What follows belongs to an exercise in optimizing a design on an open flow for small area, a short achievable clock period and few clock cycles per item; a production flow would make more cautious choices.
Function was checked by simulation only, so behaviour that the tests miss may differ from the original.

==> design.v <==
package mul_arith_pkg;
    localparam int XLEN   = 32;
    localparam int PROD_W = 2 * XLEN;
    localparam int NUM_PP = XLEN;
    typedef logic [XLEN-1:0]   word_t;
    typedef logic [PROD_W-1:0] product_t;
    localparam int TREE_LEVELS = $clog2(NUM_PP) - 1;
    localparam int TREE_ROWS = 2 * NUM_PP - 2;
endpackage
package mul_op_pkg;
    localparam int FUNC3_W = 3;
    typedef logic [FUNC3_W-1:0] func3_t;
    localparam func3_t MUL_F3    = 3'd0;
    localparam func3_t MULH_F3   = 3'd1;
    localparam func3_t MULHSU_F3 = 3'd2;
    localparam func3_t MULHU_F3  = 3'd3;
endpackage
`timescale 1ns/1ps
module mul_pp_gen (
    input  mul_arith_pkg::word_t                    op_a_i,
    input  mul_arith_pkg::word_t                    op_b_i,
    input  mul_op_pkg::func3_t                      func3_i,
    output mul_arith_pkg::product_t [mul_arith_pkg::NUM_PP-1:0] rows_o
);
    logic  signed_a;
    logic  signed_b;
    logic  a_sign;
    mul_arith_pkg::word_t neg_a;
    mul_arith_pkg::word_t top_mult;
    always_comb begin
        case (func3_i)
            mul_op_pkg::MUL_F3, mul_op_pkg::MULH_F3: begin
                signed_a = 1'b1;
                signed_b = 1'b1;
            end
            mul_op_pkg::MULHSU_F3: begin
                signed_a = 1'b1;
                signed_b = 1'b0;
            end
            mul_op_pkg::MULHU_F3: begin
                signed_a = 1'b0;
                signed_b = 1'b0;
            end
            default: begin
                signed_a = 1'b1;
                signed_b = 1'b1;
            end
        endcase
    end
    assign a_sign = signed_a & op_a_i[mul_arith_pkg::XLEN-1];
    assign neg_a  = ~op_a_i + 1'b1;
    always_comb begin
        for (int i = 0; i < mul_arith_pkg::NUM_PP - 1; i++) begin
            rows_o[i] = ({{mul_arith_pkg::XLEN{a_sign}}, op_a_i} & {mul_arith_pkg::PROD_W{op_b_i[i]}}) << i;
        end
        top_mult = (signed_b ? neg_a : op_a_i) & {mul_arith_pkg::XLEN{op_b_i[mul_arith_pkg::XLEN-1]}};
        rows_o[mul_arith_pkg::NUM_PP-1] = '0;
        rows_o[mul_arith_pkg::NUM_PP-1][mul_arith_pkg::PROD_W-2 -: mul_arith_pkg::XLEN] = top_mult;
        rows_o[mul_arith_pkg::NUM_PP-1][mul_arith_pkg::PROD_W-1] = (a_sign ^ (signed_b & op_b_i[mul_arith_pkg::XLEN-1]))
                                     & op_b_i[mul_arith_pkg::XLEN-1] & top_mult[mul_arith_pkg::XLEN-1];
    end
endmodule
`timescale 1ns/1ps
module mul_compress_stage #(
    parameter int ROWS = 32
) (
    input  mul_arith_pkg::product_t [ROWS-1:0]   rows_i,
    output mul_arith_pkg::product_t [ROWS/2-1:0] rows_o
);
    localparam int GROUPS = ROWS / 4;
    function automatic logic [1:0] full_add(
        input logic a,
        input logic b,
        input logic c
    );
        full_add = {(a & b) | (a & c) | (b & c), a ^ b ^ c};
    endfunction
    for (genvar g = 0; g < GROUPS; g++) begin : g_group
        mul_arith_pkg::product_t in1;
        mul_arith_pkg::product_t in2;
        mul_arith_pkg::product_t in3;
        mul_arith_pkg::product_t in4;
        mul_arith_pkg::product_t mid;
        mul_arith_pkg::product_t cout;
        mul_arith_pkg::product_t sum_row;
        mul_arith_pkg::product_t carry_hi;
        assign in1 = rows_i[4*g];
        assign in2 = rows_i[4*g+1];
        assign in3 = rows_i[4*g+2];
        assign in4 = rows_i[4*g+3];
        for (genvar j = 0; j < mul_arith_pkg::PROD_W; j++) begin : g_col
            logic cin;
            if (j == 0) begin : g_first
                assign cin = 1'b0;
            end else begin : g_next
                assign cin = cout[j-1];
            end
            assign {cout[j], mid[j]}         = full_add(in1[j], in2[j], in3[j]);
            assign {carry_hi[j], sum_row[j]} = full_add(mid[j], in4[j], cin);
        end
        assign rows_o[2*g]   = sum_row;
        assign rows_o[2*g+1] = {carry_hi[mul_arith_pkg::PROD_W-2:0], 1'b0};
    end
endmodule
`timescale 1ns/1ps
module mul_req_ack_ctrl (
    input  logic                 clk_i,
    input  logic                 rst_i,
    input  logic                 req_i,
    input  mul_arith_pkg::word_t op_a_i,
    input  mul_arith_pkg::word_t op_b_i,
    input  mul_op_pkg::func3_t   func3_i,
    output logic                 ack_o,
    output mul_arith_pkg::word_t result_o,
    output mul_arith_pkg::word_t op_a_q_o,
    output mul_arith_pkg::word_t op_b_q_o,
    output mul_op_pkg::func3_t   func3_q_o,
    input  mul_arith_pkg::product_t sum_row_i,
    input  mul_arith_pkg::product_t carry_row_i
);
    typedef enum logic [1:0] {
        IDLE,
        BUSY,
        DONE
    } state_t;
    state_t   state;
    mul_arith_pkg::product_t product;
    mul_arith_pkg::word_t    result_sel;
    assign product = sum_row_i + carry_row_i;
    always_comb begin
        case (func3_q_o)
            mul_op_pkg::MULH_F3, mul_op_pkg::MULHSU_F3, mul_op_pkg::MULHU_F3: result_sel = product[mul_arith_pkg::PROD_W-1:mul_arith_pkg::XLEN];
            default:                      result_sel = product[mul_arith_pkg::XLEN-1:0];
        endcase
    end
    always_ff @(posedge clk_i) begin
        if (rst_i) begin
            state    <= IDLE;
            ack_o    <= 1'b0;
            result_o <= '0;
        end else begin
            case (state)
                IDLE: begin
                    if (req_i) begin
                        state <= BUSY;
                    end
                end
                BUSY: begin
                    state    <= DONE;
                    ack_o    <= 1'b1;
                    result_o <= result_sel;
                end
                DONE: begin
                    if (!req_i) begin
                        state <= IDLE;
                        ack_o <= 1'b0;
                    end
                end
                default: state <= IDLE;
            endcase
        end
    end
    always_ff @(posedge clk_i) begin
        if (state == IDLE && req_i) begin
            op_a_q_o  <= op_a_i;
            op_b_q_o  <= op_b_i;
            func3_q_o <= func3_i;
        end
    end
endmodule
`timescale 1ns/1ps
module mul_top (
    input  logic                 clk_i,
    input  logic                 rst_i,
    input  logic                 req_i,
    input  mul_arith_pkg::word_t op_a_i,
    input  mul_arith_pkg::word_t op_b_i,
    input  mul_op_pkg::func3_t   func3_i,
    output logic                 ack_o,
    output mul_arith_pkg::word_t result_o
);
    mul_arith_pkg::product_t [mul_arith_pkg::TREE_ROWS-1:0] tree_rows;
    mul_arith_pkg::word_t    op_a_q;
    mul_arith_pkg::word_t    op_b_q;
    mul_op_pkg::func3_t func3_q;
    mul_req_ack_ctrl u_ctrl (
        .clk_i    (clk_i),
        .rst_i    (rst_i),
        .req_i    (req_i),
        .op_a_i   (op_a_i),
        .op_b_i   (op_b_i),
        .func3_i  (func3_i),
        .ack_o    (ack_o),
        .result_o (result_o),
        .op_a_q_o    (op_a_q),
        .op_b_q_o    (op_b_q),
        .func3_q_o   (func3_q),
        .sum_row_i   (tree_rows[mul_arith_pkg::TREE_ROWS-2]),
        .carry_row_i (tree_rows[mul_arith_pkg::TREE_ROWS-1])
    );
    mul_pp_gen u_pp_gen (
        .op_a_i  (op_a_q),
        .op_b_i  (op_b_q),
        .func3_i (func3_q),
        .rows_o (tree_rows[mul_arith_pkg::NUM_PP-1:0])
    );
    for (genvar k = 0; k < mul_arith_pkg::TREE_LEVELS; k++) begin : g_level
        localparam int ROWS     = mul_arith_pkg::NUM_PP >> k;
        localparam int IN_BASE  = mul_arith_pkg::TREE_ROWS + 2 - 2 * ROWS;
        localparam int OUT_BASE = IN_BASE + ROWS;
        mul_compress_stage #(
            .ROWS (ROWS)
        ) u_stage (
            .rows_i (tree_rows[IN_BASE +: ROWS]),
            .rows_o (tree_rows[OUT_BASE +: ROWS/2])
        );
    end
endmodule
==> run.sh <==
#!/bin/bash
# synth_recipe.tcl (not shown) runs the flow's synth.tcl, then flattens the netlist and writes it again
# the make line also repeats each setting of config.mk as NAME=value (left out here)
make -C /OpenROAD-flow-scripts/flow DESIGN_CONFIG=/design/flow/config.mk WORK_HOME=/design/flow/orfs CLKGATE_MAP_FILE= SYNTH_SCRIPT=/design/flow/synth_recipe.tcl finish
==> config.mk <==
export PLATFORM = sky130hd
export DESIGN_NAME = mul_top
export DESIGN_NICKNAME = mul_top
export VERILOG_FILES = /design/flow/design.v
export SDC_FILE = /design/flow/constraint.sdc
export NUM_CORES = 4
export LEC_CHECK = 0
export CAP_MARGIN = 20
export CORE_MARGIN = 2
export CORE_UTILIZATION = 45
export PLACE_DENSITY = 0.6
export SLEW_MARGIN = 20
==> constraint.sdc <==
create_clock -name core_clock -period 8.2 [get_ports {clk_i}]
set_input_delay 1.6400 -clock core_clock [delete_from_list [all_inputs] [get_ports {clk_i}]]
set_output_delay 1.6400 -clock core_clock [all_outputs]
set_load 0.01 [all_outputs]
==> run notes <==
[cell families (layout without fill, tap and decap cells)]
kind of cell / after synthesis / after routing / share of synthesized area, %
buf+inv: 1147 / 1200 / 10.9
other cells: 0 / 2 / 0
compound gates: 289 / 289 / 4.83
simple gates: 1290 / 1290 / 18.4
xor+xnor: 80 / 80 / 1.78
flops: 102 / 102 / 6.88
mux: 8 / 8 / 0.210
fa+ha+maj: 1172 / 1172 / 57.0
[repair_timing]
item,CTS,global route
setup buffers,0,8
gates cloned,0,0
endpoints found under the setup margin,4,15
gates resized for setup,5,62
pin swaps,0,13
[area by class of cell]
| class | instances | area [um^2] |
|---|---|---|
| diodes | 2 | 5.00 |
| multi-input cells | 2839 | 32700 |
| well taps | 1155 | 1450 |
| inverters | 891 | 3340 |
| clock buffers | 9 | 225 |
| repair buffers | 293 | 3000 |
| clock inverters | 7 | 67.6 |
| flip-flops and latches | 102 | 2710 |
| fillers | 8195 | 43300 |
[synth_stat cells, types with 5 or more instances]
cell type,count,area share (%)
a211oi_1,19,0.36
a21boi_0,7,0.13
a21o_1,22,0.42
a21oi_1,88,1.1
a311oi_1,5,0.11
a31oi_1,9,0.14
and2_1,832,13
and3_1,25,0.40
clkbuf_1,252,2.4
dfxtp_1,35,1.8
edfxtp_1,67,5.1
fa_1,1038,53
ha_1,134,4.3
inv_1,891,8.5
mux2i_1,6,0.15
nand2_1,263,2.5
nand2b_1,13,0.21
nand3_1,15,0.19
nand4_1,10,0.16
nor2_1,63,0.60
nor2b_1,6,0.095
nor3_1,23,0.29
nor3b_1,5,0.095
nor4_1,7,0.11
o211ai_1,7,0.13
o21a_1,9,0.17
o21ai_0,64,0.81
o21ai_1,5,0.063
o21bai_1,8,0.15
o31ai_1,6,0.11
or2_2,6,0.095
or3_1,9,0.14
xnor2_1,53,1.2
xor2_1,27,0.60
[flip-flops by register name, indices dropped and copies added, names as in the netlist]
signal,flops
u_ctrl.op_b_q_o,32
u_ctrl.op_a_q_o,32
u_ctrl.state,2
u_ctrl.ack_o,1
u_ctrl.result_o,32
u_ctrl.func3_q_o,3
[worst reg2reg max path, cell delays in order (launching register included)]
cell,delay (ns)
edfxtp_1,0.45
buf_4,0.18
buf_12,0.16
and2_1,0.22
fa_1,0.55
inv_1,0.06
fa_1,0.50
fa_1,0.52
fa_1,0.53
fa_1,0.54
inv_1,0.05
fa_1,0.57
inv_1,0.07
fa_1,0.48
inv_1,0.05
fa_1,0.53
ha_1,0.40
nand2_1,0.09
o21ai_0,0.32
a211oi_2,0.10
buf_4,0.16
a311o_1,0.34
nand3_2,0.13
a41oi_1,0.17
buf_4,0.18
a41o_1,0.24
o41ai_2,0.25
[path summary, 6_finish.rpt]
check / from / end / slack [ns] / depth (start not counted)
min reg2reg: u_ctrl.result_o[11]$_SDFFE_PP0P_ / u_ctrl.result_o[11]$_SDFFE_PP0P_ / 0.46 / 2
min: u_ctrl.result_o[11]$_SDFFE_PP0P_ / u_ctrl.result_o[11]$_SDFFE_PP0P_ / 0.46 / 2
max reg2reg: u_ctrl.op_a_q_o[16]$_DFFE_PP_ / u_ctrl.result_o[17]$_SDFFE_PP0P_ / 0.26 / 26
max: u_ctrl.op_a_q_o[16]$_DFFE_PP_ / u_ctrl.result_o[17]$_SDFFE_PP0P_ / 0.26 / 26
[routing by layer]
| layer | vias up | share of wire (%) |
|---|---|---|
| met4 | 0 | 2.9 |
| met1 | 14693 | 43 |
| li1 | 12014 | - |
| met2 | 645 | 49 |
| met3 | 137 | 4.7 |
| met5 | - | 0 |
[metrics by stage]
step / utilization (%) / instance area, um^2 / worst slack, ns
final: 50.1 / 43500 / 0.256
after global routing: 50.1 / 43400 / -0.0358
after CTS: 49.7 / 43100 / -0.00858
after detailed placement: 49.3 / 42800 / -0.142
after global placement: 49.3 / 42800 / -0.0129
after floorplan: - / 39400 / 0.0365
==> flow_summary.ini <==
[run_status]
status = finished clean

[setup_path]
crit_slowest_cell = fa_1
worst-path-buf-inv = 8
cp_common_cell = fa_1
path_class = reg -> reg
cp_top_family = adder cells
cpPeakStageDelay_ns = 0.57
worstPathRequired_ns = 8.51
critPathMaxFanout = 34
worstPathArrival_ns = 8.26
cp-start-kind = register
endpoint_kind = register

[timing]
setup_tns_ns = 0
finalMaxSlewViolations = 0
fmax_mhz = 126
maxSlewHeadroom_pct = 32.8
fin_crit_sh_pct = 96.9
finalCriticalPeriod_ns = 7.94
hold_viol = 0
skew_ns = 0.0201
rsz0062_at_grt = yes
timing.hold.ws_ns = 0.458
tightest_slew_ns = 1.01
setup_violations = 0

[global_routing]
grt_max_degree = 54
grt_overflow_total = 0
grt.busiest_layer = met2
met1_usage_pct = 34.2
grt_antenna_before_repair = 5
grt_util_met3_pct = 3.27
gr-usage-met2_pct = 43.2
grt_use_total_pct = 25.4
grt_pass1_wl_um = 175000
grt_pass1_vias = 30720

[route]
antenna_left = 0
wire_per_inst_um = 20.3
drt-vias-per-instance = 5.19
drtIter0Drc = 1224
route.detailed.drc = 0
wl_um = 107000
vias = 27489
drt_first_pass_iters = 5

[clock_tree]
clock_latency_ns = 0.43
cts-buffers-inserted = 9
htree_levels = 3
clockBufferDepth = 2
clk_pin_slew_ns = 0.08
cts_tree = done
cts_root_buf = clkbuf_16
cts_sinks = 102
ctsHoldBuffers = 0

[cells_and_area]
instances_no_fill = 5298
layout_common_cells = fa_1, inv_1, and2_1
layout-drive-gt1-share_pct = 6.79
layout_commonest_cell = fa_1
areaGrowthSynthToFinish_pct = 10.2
nNetsFinal = 5378

[yosys]
synth-edff-count = 67
synthArstFlopShare_pct = 0
synth_cell_types = 73
syn_area_mm2 = 0.0394
ys_ff_latch = 102
ys.warnings.count = 6
synth_nets = 5330
seq_area_frac_synth_pct = 6.88
ys.flop_type = edfxtp_1
synth_area_per_cell_um2 = 9.64
synthCells = 4088

[die]
std_cell_rows = 108
coreArea_mm2 = 0.0868
io-pin-count = 103
die_w_um = 300
die_area_mm2 = 0.0900
die_h_um = 300
initial_core_util_pct = 45.4

[placement]
dp_cells = 5272
gp_congestion = 0.918
portBuffers = 102
hpwl_um = 87400

[worst_hold_path]
hp-class = reg -> reg

[run]
maxCapViolations = 0
Testbench counts, summed over its fixed seeds: cycles 14,400, items 4,800.

## separate check: timing with driven ports
In the flow no input, the clock included, has a driving cell. The finished layout below was timed again as built, in two steps. Step 1: set_driving_cell puts a clkbuf_16 on clk_i and a buf_2 on each other input, an assumption about the parent block. Step 2 also shifts input and output timing later by t, the mid clock arrival at the registers, as if the neighbouring blocks saw the same clock. Three values: no drivers, after step 1, after step 2; two values: the first two.
t (ns): 0.476
setup slack, ns: 0.256 / 0.256 / 0.256
worst setup path at the end: register to register
After both steps setup and hold are still met in this run. For this run, drivers alone change the setup slack by 0.000 ns; drivers and shift together by 0.000 ns.
